Context: an optimization exercise on an open-source flow, tuned for small area, a short achievable clock period and few clock cycles per item. The choices shown serve that exercise and are no tape-out recipe. No functional check of the RTL was part of any run shown here.

==> flow/design.v (outline; a module is shown in full before it is edited, if it fits) <==
// module bdb_front: 39 lines
// module bdb_sqacc: 1115 lines
// module bdb_sqrt: 52 lines
// module box_distance_bounds_top: 202 lines
module box_distance_bounds_top #(
    parameter int COORD_BITS = 24
) (
    input  logic                               clk,
    input  logic                               rst_n,
    input  logic                               in_valid,
    output logic                               in_stall,
    input  logic signed [COORD_BITS-1:0]       a_low,
    input  logic signed [COORD_BITS-1:0]       a_high,
    input  logic signed [COORD_BITS-1:0]       b_low,
    input  logic signed [COORD_BITS-1:0]       b_high,
    input  logic                               last,
    output logic                               out_valid,
    input  logic                               out_stall,
    output logic [bdb_pkg::SUM_W-1:0]          min_sq_dist,
    output logic [bdb_pkg::SUM_W-1:0]          max_sq_dist,
    output logic [bdb_pkg::ROOT_W-1:0]         min_dist,
    output logic [bdb_pkg::ROOT_W-1:0]         max_dist
);
  // ...
==> flow/run.sh <==
#!/bin/bash
# synth_recipe.tcl (not shown) runs the flow's synth.tcl, then flattens the netlist and writes it again
# the make line also repeats each setting of config.mk as NAME=value (left out here)
make -C /OpenROAD-flow-scripts/flow DESIGN_CONFIG=/design/flow/config.mk WORK_HOME=/design/flow/orfs CLKGATE_MAP_FILE= SYNTH_SCRIPT=/design/flow/synth_recipe.tcl finish
==> flow/config.mk <==
export PLATFORM = sky130hd
export DESIGN_NAME = box_distance_bounds_top
export DESIGN_NICKNAME = box_distance_bounds_top
export VERILOG_FILES = /design/flow/design.v
export SDC_FILE = /design/flow/constraint.sdc
export NUM_CORES = 4
export LEC_CHECK = 0
export CAP_MARGIN = 20
export CORE_MARGIN = 2
export CORE_UTILIZATION = 40
export SLEW_MARGIN = 20
==> flow/constraint.sdc <==
create_clock -name core_clock -period 9.0 [get_ports {clk}]
set_input_delay 1.8000 -clock core_clock [delete_from_list [all_inputs] [get_ports {clk}]]
set_output_delay 1.8000 -clock core_clock [all_outputs]
set_load 0.01 [all_outputs]
==> flow_metrics.tcl, run 1 <==
set metrics [dict create \
    antenna_cells 1 \
    wl_per_cell_um 23.4 \
    ys_ff_latch 291 \
    design_area_um2 68100 \
    synth_edf_count 173 \
    synth-compound-area-share 0.216 \
    r2r-start "max_root[6]" \
    max_freq_mhz 118 \
    die_area_um2 158000 \
    final_cells 9605 \
    crit_type "flip-flop to flip-flop" \
    yosys.area.top_type_share 0.192 \
    grt_max_degree 80 \
    wl_met1_um 94100 \
    ios 265 \
    multi_input_area_share 0.722 \
    signal_buffers 411 \
    seq_area_frac_synth 0.123 \
    vias 55059 \
    drc 0 \
    slowest_stage "a2111oi_0" \
    crit_path_end_kind "flip-flop" \
    seq_area_um2 7610 \
    htreeDepth 2 \
    synthAdderAreaFrac 0.334 \
    cp.required_ns 9.55 \
    cts_tree "done" \
    reg2regPathDepth 29 \
    placed_cell_area_um2 66600 \
    syn_area_um2 61800 \
    dieHeight_um 397 \
    rows 144 \
    hold_viol_final 0 \
    reg2reg_to "max_rem[15]" \
    cts_hold_buf 0 \
    grt_pass1_wl_um 340000 \
    gp_congestion 0.981 \
    tapCellCount 2044 \
    status "finished clean" \
    slowest_delay_ns 0.51 \
    cts.clk_slew.worst_paths_ns 0.06 \
]
==> module bdb_front, before the edit <==
module bdb_front #(
    parameter int COORD_BITS = 24
) (
    input  logic signed [COORD_BITS-1:0] a_low,
    input  logic signed [COORD_BITS-1:0] a_high,
    input  logic signed [COORD_BITS-1:0] b_low,
    input  logic signed [COORD_BITS-1:0] b_high,
    output logic        [COORD_BITS-1:0] gap,
    output logic        [COORD_BITS-1:0] span
);
    logic signed [COORD_BITS:0] d1;
    logic signed [COORD_BITS:0] d2;
    logic signed [COORD_BITS:0] n1;
    logic signed [COORD_BITS:0] n2;
    logic        [COORD_BITS-1:0] ab1;
    logic        [COORD_BITS-1:0] ab2;
    assign d1 = {a_low[COORD_BITS-1], a_low} - {b_high[COORD_BITS-1], b_high};
    assign d2 = {b_low[COORD_BITS-1], b_low} - {a_high[COORD_BITS-1], a_high};
    assign n1 = {b_high[COORD_BITS-1], b_high} - {a_low[COORD_BITS-1], a_low};
    assign n2 = {a_high[COORD_BITS-1], a_high} - {b_low[COORD_BITS-1], b_low};
    assign ab1 = d1[COORD_BITS] ? n1[COORD_BITS-1:0] : d1[COORD_BITS-1:0];
    assign ab2 = d2[COORD_BITS] ? n2[COORD_BITS-1:0] : d2[COORD_BITS-1:0];
    always_comb
    begin
        if (!d1[COORD_BITS] && (d1 != '0))
        begin
            gap = d1[COORD_BITS-1:0];
        end
        else if (!d2[COORD_BITS] && (d2 != '0))
        begin
            gap = d2[COORD_BITS-1:0];
        end
        else
        begin
            gap = '0;
        end
        span = (ab1 > ab2) ? ab1 : ab2;
    end
endmodule
==> module bdb_sqrt, before the edit <==
module bdb_sqrt #(
    parameter int K4 = 2
) (
    input  logic [ROOT_W-1:0]  root_in,
    input  logic [ROOT_W:0]    rem_in,
    input  logic [4*K4-1:0]    nibbles,
    output logic [ROOT_W-1:0]  root_out,
    output logic [ROOT_W:0]    rem_out
);
    localparam int CUR_W = ROOT_W + 5;
    logic [ROOT_W-1:0] root [0:K4];
    logic [ROOT_W:0]   rem  [0:K4];
    logic [CUR_W-1:0]  cur  [0:K4-1];
    logic [CUR_W:0]    d1   [0:K4-1];
    logic [CUR_W:0]    d2   [0:K4-1];
    logic [CUR_W:0]    d3   [0:K4-1];
    assign root[0] = root_in;
    assign rem[0]  = rem_in;
    for (genvar t = 0; t < K4; t++)
    begin : g_digit
        assign cur[t] = {rem[t], nibbles[4*(K4-1-t) +: 4]};
        assign d1[t]  = {1'b0, cur[t]} - {3'b0, root[t], 3'b001};
        assign d2[t]  = {1'b0, cur[t]} - {2'b0, root[t], 4'b0100};
        assign d3[t]  = {1'b0, cur[t]} - {2'b0, root[t], 4'b0000} - {3'b0, root[t], 3'b000}
                        - (CUR_W + 1)'(9);
        always_comb
        begin
            if (!d3[t][CUR_W])
            begin
                rem[t+1]  = d3[t][ROOT_W:0];
                root[t+1] = {root[t][ROOT_W-3:0], 2'd3};
            end
            else if (!d2[t][CUR_W])
            begin
                rem[t+1]  = d2[t][ROOT_W:0];
                root[t+1] = {root[t][ROOT_W-3:0], 2'd2};
            end
            else if (!d1[t][CUR_W])
            begin
                rem[t+1]  = d1[t][ROOT_W:0];
                root[t+1] = {root[t][ROOT_W-3:0], 2'd1};
            end
            else
            begin
                rem[t+1]  = cur[t][ROOT_W:0];
                root[t+1] = {root[t][ROOT_W-3:0], 2'd0};
            end
        end
    end
    assign root_out = root[K4];
    assign rem_out  = rem[K4];
endmodule
==> module box_distance_bounds_top, before the edit <==
module box_distance_bounds_top #(
    parameter int COORD_BITS = 24
) (
    input  logic                               clk,
    input  logic                               rst_n,
    input  logic                               in_valid,
    output logic                               in_stall,
    input  logic signed [COORD_BITS-1:0]       a_low,
    input  logic signed [COORD_BITS-1:0]       a_high,
    input  logic signed [COORD_BITS-1:0]       b_low,
    input  logic signed [COORD_BITS-1:0]       b_high,
    input  logic                               last,
    output logic                               out_valid,
    input  logic                               out_stall,
    output logic [bdb_pkg::SUM_W-1:0]          min_sq_dist,
    output logic [bdb_pkg::SUM_W-1:0]          max_sq_dist,
    output logic [bdb_pkg::ROOT_W-1:0]         min_dist,
    output logic [bdb_pkg::ROOT_W-1:0]         max_dist
);
    localparam int SQ_K4  = 2;
    localparam int NB_W   = 4 * SQ_K4;
    localparam int SQ_CYC = (ROOT_W + 2 * SQ_K4 - 1) / (2 * SQ_K4);
    localparam int V_W    = NB_W * SQ_CYC;
    localparam int CNT_W  = $clog2(SQ_CYC + 1);
    logic                  a_valid;
    logic                  a_last;
    logic [COORD_BITS-1:0] gap_w;
    logic [COORD_BITS-1:0] span_w;
    logic [COORD_BITS-1:0] gap_reg;
    logic [COORD_BITS-1:0] span_reg;
    logic             first;
    logic             busy;
    logic             sq_first;
    logic             out_valid_reg;
    logic             accept;
    logic             consume;
    logic [CNT_W-1:0] cnt;
    logic [SUM_W-1:0] min_sum;
    logic [SUM_W-1:0] max_sum;
    logic [SUM_W:0]   min_add;
    logic [SUM_W:0]   max_add;
    logic [ROOT_W-1:0] min_root;
    logic [ROOT_W-1:0] max_root;
    logic [ROOT_W:0]   min_rem;
    logic [ROOT_W:0]   max_rem;
    logic [ROOT_W-1:0] min_root_nx;
    logic [ROOT_W-1:0] max_root_nx;
    logic [ROOT_W:0]   min_rem_nx;
    logic [ROOT_W:0]   max_rem_nx;
    logic [V_W-1:0]    min_v;
    logic [V_W-1:0]    max_v;
    logic [NB_W-1:0]   min_nb_reg;
    logic [NB_W-1:0]   max_nb_reg;
    logic [NB_W-1:0]   min_nb;
    logic [NB_W-1:0]   max_nb;
    bdb_front #(
        .COORD_BITS (COORD_BITS)
    ) u_front (
        .a_low  (a_low),
        .a_high (a_high),
        .b_low  (b_low),
        .b_high (b_high),
        .gap    (gap_w),
        .span   (span_w)
    );
    assign in_stall = a_valid && (busy || out_valid_reg);
    assign accept   = in_valid && !in_stall;
    assign consume  = a_valid && !busy && !(out_valid_reg && out_stall);
    always_ff @(posedge clk or negedge rst_n)
    begin
        if (!rst_n)
        begin
            a_valid       <= 1'b0;
            first         <= 1'b1;
            busy          <= 1'b0;
            sq_first      <= 1'b0;
            out_valid_reg <= 1'b0;
            cnt           <= '0;
        end
        else
        begin
            if (accept)
            begin
                a_valid <= 1'b1;
            end
            else if (consume)
            begin
                a_valid <= 1'b0;
            end
            if (consume)
            begin
                first <= a_last;
            end
            sq_first <= consume && a_last;
            if (consume && a_last)
            begin
                busy <= 1'b1;
                cnt  <= '0;
            end
            else if (busy)
            begin
                cnt <= cnt + 1'b1;
                if (cnt == CNT_W'(SQ_CYC - 1))
                begin
                    busy          <= 1'b0;
                    out_valid_reg <= 1'b1;
                end
            end
            if (out_valid_reg && !out_stall)
            begin
                out_valid_reg <= 1'b0;
            end
        end
    end
    always_ff @(posedge clk)
    begin
        if (accept)
        begin
            a_last   <= last;
            gap_reg  <= gap_w;
            span_reg <= span_w;
        end
    end
    bdb_sqacc u_min_sq (
        .x   (gap_reg),
        .acc (first ? {SUM_W{1'b0}} : min_sum),
        .sum (min_add)
    );
    bdb_sqacc u_max_sq (
        .x   (span_reg),
        .acc (first ? {SUM_W{1'b0}} : max_sum),
        .sum (max_add)
    );
    always_ff @(posedge clk)
    begin
        if (consume)
        begin
            min_sum <= min_add[SUM_W-1:0] | {SUM_W{min_add[SUM_W]}};
            max_sum <= max_add[SUM_W-1:0] | {SUM_W{max_add[SUM_W]}};
        end
    end
    assign min_v  = V_W'(min_sum);
    assign max_v  = V_W'(max_sum);
    assign min_nb = sq_first ? min_v[V_W-1 -: NB_W] : min_nb_reg;
    assign max_nb = sq_first ? max_v[V_W-1 -: NB_W] : max_nb_reg;
    always_ff @(posedge clk)
    begin
        if (busy)
        begin
            min_nb_reg <= '0;
            max_nb_reg <= '0;
            for (int c = 0; c < SQ_CYC - 1; c++)
            begin
                if (cnt == CNT_W'(c))
                begin
                    min_nb_reg <= min_v[V_W - NB_W*(c + 2) +: NB_W];
                    max_nb_reg <= max_v[V_W - NB_W*(c + 2) +: NB_W];
                end
            end
        end
    end
    bdb_sqrt #(
        .K4 (SQ_K4)
    ) u_min_root (
        .root_in  (min_root),
        .rem_in   (min_rem),
        .nibbles  (min_nb),
        .root_out (min_root_nx),
        .rem_out  (min_rem_nx)
    );
    bdb_sqrt #(
        .K4 (SQ_K4)
    ) u_max_root (
        .root_in  (max_root),
        .rem_in   (max_rem),
        .nibbles  (max_nb),
        .root_out (max_root_nx),
        .rem_out  (max_rem_nx)
    );
    always_ff @(posedge clk)
    begin
        if (consume && a_last)
        begin
            min_root <= '0;
            max_root <= '0;
            min_rem  <= '0;
            max_rem  <= '0;
        end
        else if (busy)
        begin
            min_root <= min_root_nx;
            max_root <= max_root_nx;
            min_rem  <= min_rem_nx;
            max_rem  <= max_rem_nx;
        end
    end
    assign out_valid   = out_valid_reg;
    assign min_sq_dist = min_sum;
    assign max_sq_dist = max_sum;
    assign min_dist    = min_root;
    assign max_dist    = max_root;
endmodule
==> run 2: changes to the inputs <==
--- a/flow/design.v
+++ b/flow/design.v
@@ -16,17 +16,28 @@
 );
-    logic signed [COORD_BITS:0] d1;
-    logic signed [COORD_BITS:0] d2;
-    logic signed [COORD_BITS:0] n1;
-    logic signed [COORD_BITS:0] n2;
-    logic        [COORD_BITS-1:0] ab1;
-    logic        [COORD_BITS-1:0] ab2;
-    assign d1 = {a_low[COORD_BITS-1], a_low} - {b_high[COORD_BITS-1], b_high};
-    assign d2 = {b_low[COORD_BITS-1], b_low} - {a_high[COORD_BITS-1], a_high};
-    assign n1 = {b_high[COORD_BITS-1], b_high} - {a_low[COORD_BITS-1], a_low};
-    assign n2 = {a_high[COORD_BITS-1], a_high} - {b_low[COORD_BITS-1], b_low};
-    assign ab1 = d1[COORD_BITS] ? n1[COORD_BITS-1:0] : d1[COORD_BITS-1:0];
-    assign ab2 = d2[COORD_BITS] ? n2[COORD_BITS-1:0] : d2[COORD_BITS-1:0];
+    localparam int W = COORD_BITS + 2;
+    logic signed [W-1:0] al;
+    logic signed [W-1:0] ah;
+    logic signed [W-1:0] bl;
+    logic signed [W-1:0] bh;
+    logic signed [W-1:0] d1;
+    logic signed [W-1:0] d2;
+    logic signed [W-1:0] n1;
+    logic signed [W-1:0] n2;
+    logic signed [W-1:0] dif;
+    logic signed [W-1:0] sum;
+    logic                pick1;
+    assign al = W'(a_low);
+    assign ah = W'(a_high);
+    assign bl = W'(b_low);
+    assign bh = W'(b_high);
+    assign d1  = al - bh;
+    assign n1  = bh - al;
+    assign d2  = bl - ah;
+    assign n2  = ah - bl;
+    assign dif = (al + ah) - (bl + bh);
+    assign sum = (al + bl) - (ah + bh);
+    assign pick1 = (dif[W-1] == sum[W-1]);
     always_comb
     begin
-        if (!d1[COORD_BITS] && (d1 != '0))
+        if (n1[W-1])
         begin
@@ -34,3 +45,3 @@
         end
-        else if (!d2[COORD_BITS] && (d2 != '0))
+        else if (n2[W-1])
         begin
@@ -42,3 +53,10 @@
         end
-        span = (ab1 > ab2) ? ab1 : ab2;
+        if (pick1)
+        begin
+            span = d1[W-1] ? n1[COORD_BITS-1:0] : d1[COORD_BITS-1:0];
+        end
+        else
+        begin
+            span = d2[W-1] ? n2[COORD_BITS-1:0] : d2[COORD_BITS-1:0];
+        end
     end
@@ -1165,2 +1183,3 @@
     input  logic [ROOT_W-1:0]  root_in,
+    input  logic [ROOT_W+1:0]  p_in,
     input  logic [ROOT_W:0]    rem_in,
@@ -1168,2 +1187,3 @@
     output logic [ROOT_W-1:0]  root_out,
+    output logic [ROOT_W+1:0]  p_out,
     output logic [ROOT_W:0]    rem_out
@@ -1171,3 +1191,5 @@
     localparam int CUR_W = ROOT_W + 5;
+    localparam int P_W   = ROOT_W + 2;
     logic [ROOT_W-1:0] root [0:K4];
+    logic [P_W-1:0]    p    [0:K4];
     logic [ROOT_W:0]   rem  [0:K4];
@@ -1177,3 +1199,6 @@
     logic [CUR_W:0]    d3   [0:K4-1];
+    logic [P_W-1:0]    p_dn [0:K4-1];
+    logic [P_W-1:0]    p_up [0:K4-1];
     assign root[0] = root_in;
+    assign p[0]    = p_in;
     assign rem[0]  = rem_in;
@@ -1181,7 +1206,8 @@
     begin : g_digit
-        assign cur[t] = {rem[t], nibbles[4*(K4-1-t) +: 4]};
-        assign d1[t]  = {1'b0, cur[t]} - {3'b0, root[t], 3'b001};
-        assign d2[t]  = {1'b0, cur[t]} - {2'b0, root[t], 4'b0100};
-        assign d3[t]  = {1'b0, cur[t]} - {2'b0, root[t], 4'b0000} - {3'b0, root[t], 3'b000}
-                        - (CUR_W + 1)'(9);
+        assign cur[t]  = {rem[t], nibbles[4*(K4-1-t) +: 4]};
+        assign d1[t]   = {1'b0, cur[t]} - {3'b0, root[t], 3'b001};
+        assign d2[t]   = {1'b0, cur[t]} - {2'b0, root[t], 4'b0100};
+        assign d3[t]   = {1'b0, cur[t]} - {1'b0, p[t], 3'b001};
+        assign p_dn[t] = p[t] - 1'b1;
+        assign p_up[t] = p[t] + 1'b1;
         always_comb
@@ -1192,2 +1218,3 @@
                 root[t+1] = {root[t][ROOT_W-3:0], 2'd3};
+                p[t+1]    = {p_up[t][P_W-3:0], 2'b10};
             end
@@ -1197,2 +1224,3 @@
                 root[t+1] = {root[t][ROOT_W-3:0], 2'd2};
+                p[t+1]    = {p[t][P_W-3:0], 2'b11};
             end
@@ -1202,2 +1230,3 @@
                 root[t+1] = {root[t][ROOT_W-3:0], 2'd1};
+                p[t+1]    = {p[t][P_W-3:0], 2'b00};
             end
@@ -1207,2 +1236,3 @@
                 root[t+1] = {root[t][ROOT_W-3:0], 2'd0};
+                p[t+1]    = {p_dn[t][P_W-3:0], 2'b01};
             end
@@ -1211,2 +1241,3 @@
     assign root_out = root[K4];
+    assign p_out    = p[K4];
     assign rem_out  = rem[K4];
@@ -1233,6 +1264,7 @@
 );
-    localparam int SQ_K4  = 2;
-    localparam int NB_W   = 4 * SQ_K4;
-    localparam int SQ_CYC = (ROOT_W + 2 * SQ_K4 - 1) / (2 * SQ_K4);
-    localparam int V_W    = NB_W * SQ_CYC;
+    localparam int SQ_K4    = 2;
+    localparam int NB_W     = 4 * SQ_K4;
+    localparam int SQ_TOP_W = 6;
+    localparam int V_W      = SUM_W - SQ_TOP_W;
+    localparam int SQ_CYC   = V_W / NB_W;
     localparam int CNT_W  = $clog2(SQ_CYC + 1);
@@ -1246,3 +1278,2 @@
     logic             busy;
-    logic             sq_first;
     logic             out_valid_reg;
@@ -1259,2 +1290,6 @@
     logic [ROOT_W:0]   max_rem;
+    logic [ROOT_W+1:0] min_p;
+    logic [ROOT_W+1:0] max_p;
+    logic [ROOT_W+1:0] min_p_nx;
+    logic [ROOT_W+1:0] max_p_nx;
     logic [ROOT_W-1:0] min_root_nx;
@@ -1263,4 +1298,6 @@
     logic [ROOT_W:0]   max_rem_nx;
-    logic [V_W-1:0]    min_v;
-    logic [V_W-1:0]    max_v;
+    logic [SUM_W-1:0]  min_sat;
+    logic [SUM_W-1:0]  max_sat;
+    logic [11:0]       min_top;
+    logic [11:0]       max_top;
     logic [NB_W-1:0]   min_nb_reg;
@@ -1289,3 +1326,2 @@
             busy          <= 1'b0;
-            sq_first      <= 1'b0;
             out_valid_reg <= 1'b0;
@@ -1307,3 +1343,2 @@
             end
-            sq_first <= consume && a_last;
             if (consume && a_last)
@@ -1351,13 +1386,35 @@
         begin
-            min_sum <= min_add[SUM_W-1:0] | {SUM_W{min_add[SUM_W]}};
-            max_sum <= max_add[SUM_W-1:0] | {SUM_W{max_add[SUM_W]}};
+            min_sum <= min_sat;
+            max_sum <= max_sat;
         end
     end
-    assign min_v  = V_W'(min_sum);
-    assign max_v  = V_W'(max_sum);
-    assign min_nb = sq_first ? min_v[V_W-1 -: NB_W] : min_nb_reg;
-    assign max_nb = sq_first ? max_v[V_W-1 -: NB_W] : max_nb_reg;
+    assign min_sat = min_add[SUM_W-1:0] | {SUM_W{min_add[SUM_W]}};
+    assign max_sat = max_add[SUM_W-1:0] | {SUM_W{max_add[SUM_W]}};
+    assign min_nb  = min_nb_reg;
+    assign max_nb  = max_nb_reg;
+    function automatic logic [11:0] top_root(input logic [5:0] v);
+        logic [11:0] t;
+        t = '0;
+        for (int r = 0; r < 8; r++)
+        begin
+            for (int e = 0; e <= 2 * r; e++)
+            begin
+                if (r * r + e < 64 && v == 6'(r * r + e))
+                begin
+                    t = {3'(r), 4'(e), 5'(3 * r + 1)};
+                end
+            end
+        end
+        top_root = t;
+    endfunction
+    assign min_top = top_root(min_sat[SUM_W-1 -: SQ_TOP_W]);
+    assign max_top = top_root(max_sat[SUM_W-1 -: SQ_TOP_W]);
     always_ff @(posedge clk)
     begin
-        if (busy)
+        if (consume && a_last)
+        begin
+            min_nb_reg <= min_sat[V_W-1 -: NB_W];
+            max_nb_reg <= max_sat[V_W-1 -: NB_W];
+        end
+        else if (busy)
         begin
@@ -1369,4 +1426,4 @@
                 begin
-                    min_nb_reg <= min_v[V_W - NB_W*(c + 2) +: NB_W];
-                    max_nb_reg <= max_v[V_W - NB_W*(c + 2) +: NB_W];
+                    min_nb_reg <= min_sum[V_W - NB_W*(c + 1) - 1 -: NB_W];
+                    max_nb_reg <= max_sum[V_W - NB_W*(c + 1) - 1 -: NB_W];
                 end
@@ -1379,2 +1436,3 @@
         .root_in  (min_root),
+        .p_in     (min_p),
         .rem_in   (min_rem),
@@ -1382,2 +1440,3 @@
         .root_out (min_root_nx),
+        .p_out    (min_p_nx),
         .rem_out  (min_rem_nx)
@@ -1388,2 +1447,3 @@
         .root_in  (max_root),
+        .p_in     (max_p),
         .rem_in   (max_rem),
@@ -1391,2 +1451,3 @@
         .root_out (max_root_nx),
+        .p_out    (max_p_nx),
         .rem_out  (max_rem_nx)
@@ -1397,6 +1458,8 @@
         begin
-            min_root <= '0;
-            max_root <= '0;
-            min_rem  <= '0;
-            max_rem  <= '0;
+            min_root <= ROOT_W'(min_top[11:9]);
+            max_root <= ROOT_W'(max_top[11:9]);
+            min_rem  <= (ROOT_W + 1)'(min_top[8:5]);
+            max_rem  <= (ROOT_W + 1)'(max_top[8:5]);
+            min_p    <= (ROOT_W + 2)'(min_top[4:0]);
+            max_p    <= (ROOT_W + 2)'(max_top[4:0]);
         end
@@ -1408,2 +1471,4 @@
             max_rem  <= max_rem_nx;
+            min_p    <= min_p_nx;
+            max_p    <= max_p_nx;
         end
==> flow_metrics.tcl, run 2 <==
set metrics [dict create \
    status "finished clean" \
    antenna_found_initial 5 \
    post-route-util 0.448 \
    hold_viol_final 0 \
    synthAdderAreaFrac 0.283 \
    ys_async_sr_fraction 0.0202 \
    holdPathEnd "max_root[25]" \
    reg2reg_to "max_rem[0]" \
    vias 62437 \
    start_util 0.403 \
    htreeDepth 2 \
    fin_nets 9912 \
    placement.io_buffers 264 \
    wl_per_cell_um 22.2 \
    numCtsBuffers 50 \
    gp_congestion 0.959 \
    ys_ff_latch 346 \
    slew-limit-headroom 0.119 \
    design_area_um2 74800 \
    crit_type "flip-flop to flip-flop" \
    synthMostInstantiatedCell "inv_1" \
    grt_usage 0.275 \
    max_freq_mhz 118 \
    min_period_ns 8.49 \
    hp-start "max_root[21]" \
    synth_largest_area_cell "fa_1" \
    drc 0 \
    cts_hold_buf 0 \
    nFillCells 16834 \
    root_buffer "clkbuf_16" \
    drive_above_1_share 0.0523 \
    synth_fp_nets 9763 \
    antenna_left 0 \
    clock_path_buffers 3 \
    post-route-period-util 0.943 \
    crit_path_end_kind "flip-flop" \
    min_path_cells 2 \
    hpwl_um 195000 \
    synth_edf_count 195 \
    tns_ns 0 \
    grt_pass1_wl_um 367000 \
    r2r-start "span_reg[22]" \
    ys_types 114 \
    r2r_slack_ns 0.51 \
    layout_common_cells "854 x inv_1, 761 x nand2_1, 735 x ha_1" \
    cp.required_ns 9.50 \
    syn_area_um2 67200 \
    cts.clk_slew.worst_paths_ns 0.07 \
    finalSetupViolations 0 \
    ys_warn_count 12 \
    whs_ns 0.484 \
    syn-mean-instance-area_um2 7.97 \
    placed_cell_area_um2 72900 \
    drtIter0Drc 4847 \
    die_w_um 414 \
    die_area_um2 171000 \
    fin_skew_ns 0.0414 \
    totalWireLength_um 240000 \
    start_kind "flip-flop" \
    drt_pass1_iterations 8 \
    yosys.area.top_type_share 0.146 \
    worstPathMaxFanout 15 \
    synth_simple_gate_area_frac 0.196 \
    max-cap-violations 0 \
    fin_ws_ns 0.509 \
    grt_max_degree 103 \
    synthFlopType "edfxtp_1" \
    grt_pass1_vias 62224 \
    final_common_cell "inv_1" \
    viasPerCell 5.76 \
    synth-compound-area-share 0.224 \
    min_path_type "flip-flop to flip-flop" \
    ios 265 \
    clkLatencyLatePin_ns 0.67 \
    synth.area.top_cells "fa_1 15%, ha_1 14%, edfxtp_1 8.7%, xnor2_1 4.9%, inv_1 4.8%" \
    slowest_stage "edfxtp_1" \
    worstPathArrival_ns 8.99 \
    reg2regPathDepth 25 \
    rsz0062_at_grt "no" \
    synthTopCellsByCount "857 x inv_1, 762 x nand2_1, 735 x ha_1" \
    synth_top_family_by_area "adder cells" \
    seq_area_frac_synth 0.133 \
    cts_tree "done" \
    cp_common_cell "fa_1" \
    rows 150 \
    core-area_um2 167000 \
    grt_overflow_total 0 \
    synthMuxAreaShare 0.0134 \
    synth_xor_area_frac 0.0789 \
    slowest_delay_ns 0.68 \
    dieHeight_um 414 \
    pre_cts_ws_ns 0.354 \
    synthToLayoutAreaGrowth_pct 11.2 \
    syn_inst 8437 \
    clock-sinks 346 \
    reg.largest.list "max_sum x54, min_sum x54" \
    worst_pin_slew_ns 1.31 \
    drv_slew 0 \
]
## run 2: cell types whose count changed in the layout (fill, tap and decap cells not counted), sizes merged, moves of 73 or more
cell / before / now
nor2: 302 / 470
fa: 594 / 490
nor3: 83 / 176
a21oi: 498 / 584
o21ai: 406 / 487
buf: 147 / 224
xnor2: 305 / 378
## run 2: logic make-up after synthesis
group,count (synthesis)
muxes,88
DFF,346
adders and majority gates,1225
and+or+nand+nor,2625
xor gates and xnor gates,605
AOI/OAI and AO/OA,2295
buffers and inverters,1253
## run 2: area by class of cell
cell class / instances / area (um2) / share of cell area
Antenna cell: 1 / 2.50 / 0.0000335
Clock buffer: 61 / 1390 / 0.0185
Clock inverter: 32 / 453 / 0.00606
Inverter: 862 / 3240 / 0.0433
Multi-Input combinational cell: 6838 / 53600 / 0.717
Sequential cell: 346 / 8920 / 0.119
Tap cell: 2204 / 2760 / 0.0369
Timing Repair Buffer: 488 / 4430 / 0.0592
## run 2: timing repair
action	4_1_cts	5_1_grt
endpoints found under the setup margin	0	36
setup buffers	0	2
gates resized for setup	0	5
## run 2: worst max path at each step
stage / start / to / slack (ns) / depth (start not counted)
global placement: b_low[0] / span_reg[16] / 0.36 / 28
global route: span_reg[22] / max_rem[0] / 0.04 / 25
floorplan: first / max_rem[0] / 1.27 / 28
detailed placement: span_reg[19] / max_rem[0] / 0.35 / 24
finish: span_reg[22] / max_rem[0] / 0.51 / 25
CTS: span_reg[19] / max_rem[0] / 0.34 / 24
## run 2: stage by stage
stage,instances
after floorplan,8437
after global placement,10735
after detailed placement,10736
after CTS,10829
after global routing,10831
final,10832
## run 2: routing by layer
layer | vias up | track usage | routed length (um)
li1 | 29789 | - | -
met1 | 30166 | 0.341 | 99700
met2 | 2003 | 0.474 | 114000
met3 | 477 | 0.0250 | 11700
met4 | 2 | 0.141 | 14400
met5 | - | 0 | 15
## run 2: critical path: cells and delay by family (launching register included)
family | cells | cell delay [ns]
compound gates | 8 | 2.57
fa+ha+maj | 6 | 2.95
buf+inv | 5 | 0.73
flops | 1 | 0.68
simple gates | 6 | 1.39
==> run 3: changes to the inputs <==
==> flow/design.v (replaced) <==
package bdb_pkg;
    localparam int SUM_W  = 54;
    localparam int ROOT_W = 27;
    localparam logic [SUM_W-1:0] SUM_MAX = {SUM_W{1'b1}};
endpackage
import bdb_pkg::*;
module bdb_front #(
    parameter int COORD_BITS = 24
) (
    input  logic signed [COORD_BITS-1:0] a_low,
    input  logic signed [COORD_BITS-1:0] a_high,
    input  logic signed [COORD_BITS-1:0] b_low,
    input  logic signed [COORD_BITS-1:0] b_high,
    output logic        [COORD_BITS-1:0] gap,
    output logic        [COORD_BITS-1:0] span
);
    logic signed [COORD_BITS:0] d1;
    logic signed [COORD_BITS:0] d2;
    logic signed [COORD_BITS:0] n1;
    logic signed [COORD_BITS:0] n2;
    logic        [COORD_BITS-1:0] ab1;
    logic        [COORD_BITS-1:0] ab2;
    assign d1 = {a_low[COORD_BITS-1], a_low} - {b_high[COORD_BITS-1], b_high};
    assign d2 = {b_low[COORD_BITS-1], b_low} - {a_high[COORD_BITS-1], a_high};
    assign n1 = {b_high[COORD_BITS-1], b_high} - {a_low[COORD_BITS-1], a_low};
    assign n2 = {a_high[COORD_BITS-1], a_high} - {b_low[COORD_BITS-1], b_low};
    assign ab1 = d1[COORD_BITS] ? n1[COORD_BITS-1:0] : d1[COORD_BITS-1:0];
    assign ab2 = d2[COORD_BITS] ? n2[COORD_BITS-1:0] : d2[COORD_BITS-1:0];
    always_comb
    begin
        if (!d1[COORD_BITS] && (d1 != '0))
        begin
            gap = d1[COORD_BITS-1:0];
        end
        else if (!d2[COORD_BITS] && (d2 != '0))
        begin
            gap = d2[COORD_BITS-1:0];
        end
        else
        begin
            gap = '0;
        end
        span = (ab1 > ab2) ? ab1 : ab2;
    end
endmodule
import bdb_pkg::*;
module bdb_sqrt #(
    parameter int K = 4
) (
    input  logic [ROOT_W-1:0]  root_in,
    input  logic [ROOT_W:0]    rem_in,
    input  logic [2*K-1:0]     pairs,
    output logic [ROOT_W-1:0]  root_out,
    output logic [ROOT_W:0]    rem_out
);
    localparam int CUR_W = ROOT_W + 3;
    logic [ROOT_W-1:0] root [0:K];
    logic [ROOT_W:0]   rem  [0:K];
    logic [CUR_W-1:0]  cur  [0:K-1];
    logic [CUR_W-1:0]  trial[0:K-1];
    logic [CUR_W:0]    diff [0:K-1];
    assign root[0] = root_in;
    assign rem[0]  = rem_in;
    for (genvar t = 0; t < K; t++)
    begin : g_step
        assign cur[t]   = {rem[t], pairs[2*(K-1-t) +: 2]};
        assign trial[t] = {1'b0, root[t], 2'b01};
        assign diff[t]  = {1'b0, cur[t]} - {1'b0, trial[t]};
        assign rem[t+1]  = diff[t][CUR_W] ? cur[t][ROOT_W:0] : diff[t][ROOT_W:0];
        assign root[t+1] = {root[t][ROOT_W-2:0], ~diff[t][CUR_W]};
    end
    assign root_out = root[K];
    assign rem_out  = rem[K];
endmodule
import bdb_pkg::*;
module box_distance_bounds_top #(
    parameter int COORD_BITS = 24
) (
    input  logic                               clk,
    input  logic                               rst_n,
    input  logic                               in_valid,
    output logic                               in_stall,
    input  logic signed [COORD_BITS-1:0]       a_low,
    input  logic signed [COORD_BITS-1:0]       a_high,
    input  logic signed [COORD_BITS-1:0]       b_low,
    input  logic signed [COORD_BITS-1:0]       b_high,
    input  logic                               last,
    output logic                               out_valid,
    input  logic                               out_stall,
    output logic [bdb_pkg::SUM_W-1:0]          min_sq_dist,
    output logic [bdb_pkg::SUM_W-1:0]          max_sq_dist,
    output logic [bdb_pkg::ROOT_W-1:0]         min_dist,
    output logic [bdb_pkg::ROOT_W-1:0]         max_dist
);
    localparam int SQ_K   = 4;
    localparam int SQ_CYC = (ROOT_W + SQ_K - 1) / SQ_K;
    localparam int V_W    = 2 * SQ_K * SQ_CYC;
    localparam int CNT_W  = $clog2(SQ_CYC);
    logic                  a_valid;
    logic                  a_last;
    logic [COORD_BITS-1:0] gap_w;
    logic [COORD_BITS-1:0] span_w;
    logic [COORD_BITS-1:0] gap_reg;
    logic [COORD_BITS-1:0] span_reg;
    logic             first;
    logic             busy;
    logic             out_valid_reg;
    logic             accept;
    logic             consume;
    logic [CNT_W-1:0] cnt;
    logic [SUM_W-1:0] min_sum;
    logic [SUM_W-1:0] max_sum;
    logic [SUM_W:0]   min_add;
    logic [SUM_W:0]   max_add;
    logic [2*COORD_BITS-1:0] gap_sq;
    logic [2*COORD_BITS-1:0] span_sq;
    logic [ROOT_W-1:0] min_root;
    logic [ROOT_W-1:0] max_root;
    logic [ROOT_W:0]   min_rem;
    logic [ROOT_W:0]   max_rem;
    logic [ROOT_W-1:0] min_root_nx;
    logic [ROOT_W-1:0] max_root_nx;
    logic [ROOT_W:0]   min_rem_nx;
    logic [ROOT_W:0]   max_rem_nx;
    logic [V_W-1:0]    min_v;
    logic [V_W-1:0]    max_v;
    logic [2*SQ_K-1:0] min_pairs;
    logic [2*SQ_K-1:0] max_pairs;
    bdb_front #(
        .COORD_BITS (COORD_BITS)
    ) u_front (
        .a_low  (a_low),
        .a_high (a_high),
        .b_low  (b_low),
        .b_high (b_high),
        .gap    (gap_w),
        .span   (span_w)
    );
    assign in_stall = a_valid && (busy || out_valid_reg);
    assign accept   = in_valid && !in_stall;
    assign consume  = a_valid && !busy && !(out_valid_reg && out_stall);
    always_ff @(posedge clk or negedge rst_n)
    begin
        if (!rst_n)
        begin
            a_valid       <= 1'b0;
            first         <= 1'b1;
            busy          <= 1'b0;
            out_valid_reg <= 1'b0;
            cnt           <= '0;
        end
        else
        begin
            if (accept)
            begin
                a_valid <= 1'b1;
            end
            else if (consume)
            begin
                a_valid <= 1'b0;
            end
            if (consume)
            begin
                first <= a_last;
            end
            if (consume && a_last)
            begin
                busy <= 1'b1;
                cnt  <= '0;
            end
            else if (busy)
            begin
                cnt <= cnt + 1'b1;
                if (cnt == CNT_W'(SQ_CYC - 1))
                begin
                    busy          <= 1'b0;
                    out_valid_reg <= 1'b1;
                end
            end
            if (out_valid_reg && !out_stall)
            begin
                out_valid_reg <= 1'b0;
            end
        end
    end
    always_ff @(posedge clk)
    begin
        if (accept)
        begin
            a_last   <= last;
            gap_reg  <= gap_w;
            span_reg <= span_w;
        end
    end
    assign gap_sq  = gap_reg * gap_reg;
    assign span_sq = span_reg * span_reg;
    assign min_add = {1'b0, first ? {SUM_W{1'b0}} : min_sum} + (SUM_W + 1)'(gap_sq);
    assign max_add = {1'b0, first ? {SUM_W{1'b0}} : max_sum} + (SUM_W + 1)'(span_sq);
    always_ff @(posedge clk)
    begin
        if (consume)
        begin
            min_sum <= min_add[SUM_W] ? SUM_MAX : min_add[SUM_W-1:0];
            max_sum <= max_add[SUM_W] ? SUM_MAX : max_add[SUM_W-1:0];
        end
    end
    assign min_v     = V_W'(min_sum);
    assign max_v     = V_W'(max_sum);
    assign min_pairs = min_v[V_W - 2*SQ_K*(32'(cnt) + 1) +: 2*SQ_K];
    assign max_pairs = max_v[V_W - 2*SQ_K*(32'(cnt) + 1) +: 2*SQ_K];
    bdb_sqrt #(
        .K (SQ_K)
    ) u_min_root (
        .root_in  (min_root),
        .rem_in   (min_rem),
        .pairs    (min_pairs),
        .root_out (min_root_nx),
        .rem_out  (min_rem_nx)
    );
    bdb_sqrt #(
        .K (SQ_K)
    ) u_max_root (
        .root_in  (max_root),
        .rem_in   (max_rem),
        .pairs    (max_pairs),
        .root_out (max_root_nx),
        .rem_out  (max_rem_nx)
    );
    always_ff @(posedge clk)
    begin
        if (consume && a_last)
        begin
            min_root <= '0;
            max_root <= '0;
            min_rem  <= '0;
            max_rem  <= '0;
        end
        else if (busy)
        begin
            min_root <= min_root_nx;
            max_root <= max_root_nx;
            min_rem  <= min_rem_nx;
            max_rem  <= max_rem_nx;
        end
    end
    assign out_valid   = out_valid_reg;
    assign min_sq_dist = min_sum;
    assign max_sq_dist = max_sum;
    assign min_dist    = min_root;
    assign max_dist    = max_root;
endmodule
==> flow_metrics.tcl, run 3 <==
set metrics [dict create \
    syn-mean-instance-area_um2 8.58 \
    rows 149 \
    cp.required_ns 9.52 \
    multi_input_area_um2 54000 \
    whs_ns 0.505 \
    synthMostInstantiatedCell "inv_1" \
    fin_ws_ns -1.61 \
    slew-limit-headroom 0.237 \
    drt_pass1_iterations 6 \
    ys_types 109 \
    ios 265 \
    nFillCells 15478 \
    hold_viol_final 0 \
    finalSetupViolations 58 \
    cts_tree "done" \
    clock-sinks 274 \
    antenna_left 0 \
    die_w_um 410 \
    viasPerCell 5.36 \
    min_period_ns 10.61 \
    antenna_found_initial 17 \
    ys_async_sr_fraction 0.0255 \
    root_buffer "clkbuf_16" \
    gp_congestion 0.971 \
    post-route-util 0.510 \
    die_area_um2 168000 \
    synth_largest_area_cell "fa_1" \
    r2r_slack_ns -1.61 \
    htreeDepth 2 \
    grt_pass1_wl_um 373000 \
    clkLatencyLatePin_ns 0.63 \
    cts_hold_buf 0 \
    fin_nets 10754 \
    seq_area_um2 7100 \
    grt_usage 0.290 \
    max-cap-violations 0 \
    post-route-period-util 1.18 \
    synthTopCellsByCount "1,412 x inv_1, 938 x fa_1, 712 x ha_1" \
    grt_max_degree 100 \
    synth.area.top_cells "fa_1 28%, ha_1 14%, inv_1 8.0%, edfxtp_1 7.2%, nand2_1 3.9%" \
    vias 60134 \
    synthFlopType "edfxtp_1" \
    drive_above_1_share 0.200 \
    placement.io_buffers 264 \
    max_freq_mhz 94.3 \
    crit_type "flip-flop to flip-flop" \
    seq_area_frac_synth 0.108 \
    tns_ns -88.60 \
    cts.clk_slew.worst_paths_ns 0.06 \
    grt_overflow_total 0 \
    synth_edf_count 157 \
    syn_inst 7689 \
    totalWireLength_um 245000 \
    syn_area_um2 65900 \
    ys_ff_latch 274 \
    slowest_stage "dfrtp_2" \
    start_kind "flip-flop" \
    clock_path_buffers 3 \
    worst_pin_slew_ns 1.14 \
    synthToLayoutAreaGrowth_pct 27.0 \
    status "finished with violations" \
    synth_fp_nets 9440 \
    core-area_um2 164000 \
    grt_pass1_vias 62161 \
    final_common_cell "inv_1" \
    violations "negative setup slack" \
    rsz0062_at_grt "yes" \
    wl_per_cell_um 21.8 \
    crit_path_end_kind "flip-flop" \
    reg.largest.list "max_sum x54, min_sum x54" \
    final_cells 11223 \
    dp.cells 11040 \
    layout_common_cells "1,406 x inv_1, 1,257 x buf_4, 938 x fa_1" \
    fin_skew_ns 0.0276 \
    start_util 0.401 \
    worstPathMaxFanout 7 \
    numCtsBuffers 40 \
    dieHeight_um 410 \
    hpwl_um 207000 \
    slowest_delay_ns 0.46 \
    min_path_type "flip-flop to flip-flop" \
    drtIter0Drc 5023 \
    drv_slew 0 \
    yosys.area.top_type_share 0.285 \
    drc 0 \
    worstPathArrival_ns 11.12 \
    ys_warn_count 8 \
]
-- run 3: critical path: cells and delay by family, from the launching register on --
kind                       cells  cell delay, ns
AOI/OAI and AO/OA             32            5.50
and+or+nand+nor               13            1.87
DFF                            1            0.46
muxes                          1            0.33
adders and majority gates      5            1.09
buffers and inverters         10            1.21
-- run 3: cell type report --
type | instances | area share
multi-input combinational | 5677 | 0.645
inverter | 1422 | 0.0644
timing repair inverter | 3 | 0.000299
clock buffer | 45 | 0.0127
timing repair buffer | 1585 | 0.157
antenna | 1 | 0.0000299
clock inverter | 27 | 0.00350
sequential | 274 | 0.0848
tap | 2189 | 0.0327
-- run 3: final timing paths --
kind | start | endpoint | cells after the start
worst max-delay path | cnt[0] | min_rem[23] | 61
worst min-delay path | a_valid | a_valid | 1
worst max register to register | cnt[0] | min_rem[23] | 61
worst min register to register | a_valid | a_valid | 1
max in group asynchronous | rst_n | busy | 1
min in group asynchronous | rst_n | out_valid_reg | 1
-- run 3: logic make-up (layout without fill, tap and decap cells) --
logic type,after synthesis,after routing,synth area share
buffers and inverters,1738,3082,0.102
adders and majority gates,1650,1650,0.420
other,0,1,0
AOI/OAI and AO/OA,1591,1591,0.155
DFF,274,274,0.108
muxes,129,129,0.0220
and+or+nand+nor,1938,1938,0.144
xor gates and xnor gates,369,369,0.0492
-- run 3: what timing repair did --
| item | CTS | global route |
|---|---|---|
| gates resized for setup | 236 | 170 |
| endpoints found under the setup margin | 58 | 62 |
| setup buffers | 59 | 43 |
| pin swaps | 106 | 126 |
| gates cloned | 8 | 3 |
-- run 3: per-layer routing --
layer | GRT usage | wire length (um) | up-vias
met5 | 0 | 108 | -
met4 | 0.0905 | 8700 | 16
met3 | 0.0490 | 18800 | 398
met2 | 0.459 | 109000 | 1990
met1 | 0.404 | 108000 | 29995
li1 | - | - | 27735
-- run 3: stage by stage --
| stage | setup slack [ns] | cell area, um2 |
|---|---|---|
| finish | -1.61 | 83700 |
| global route | -2.03 | 83700 |
| CTS | -1.47 | 82700 |
| detailed placement | -2.08 | 79700 |
| global placement | -1.88 | 79700 |
| floorplan | -1.41 | 66600 |

-- what the ideal ports hide --
Ports are ideal in the flow. The routed layouts listed here were re-timed in OpenROAD. Step 1, drivers: a clkbuf_16 drives clk and a buf_2 each remaining input, both assumed. Step 2 times the ports against the registers' clock, not the clock port: input delays grow and output delays shrink by t, the midpoint of the rising clock arrivals with the driver on. Three values: ideal, step 1, step 2; two values: the first two.
| run | t (ns) | slack for setup (ns) | clock arrival spread, ns | pins driven straight from the clock port |
|---|---|---|---|---|
| run 1 | 0.722 | 0.528 / 0.528 / 0.528 | 0.055 / 0.055 | 1 |
| run 2 | 0.736 | 0.509 / 0.509 / 0.327 | 0.043 / 0.043 | 1 |
| run 3 | 0.698 | -1.606 / -1.606 / -1.606 | 0.028 / 0.028 | 1 |
The setup slack of run 2, which loses most, moves by 0.000 ns with the drivers and by -0.182 ns with both steps.
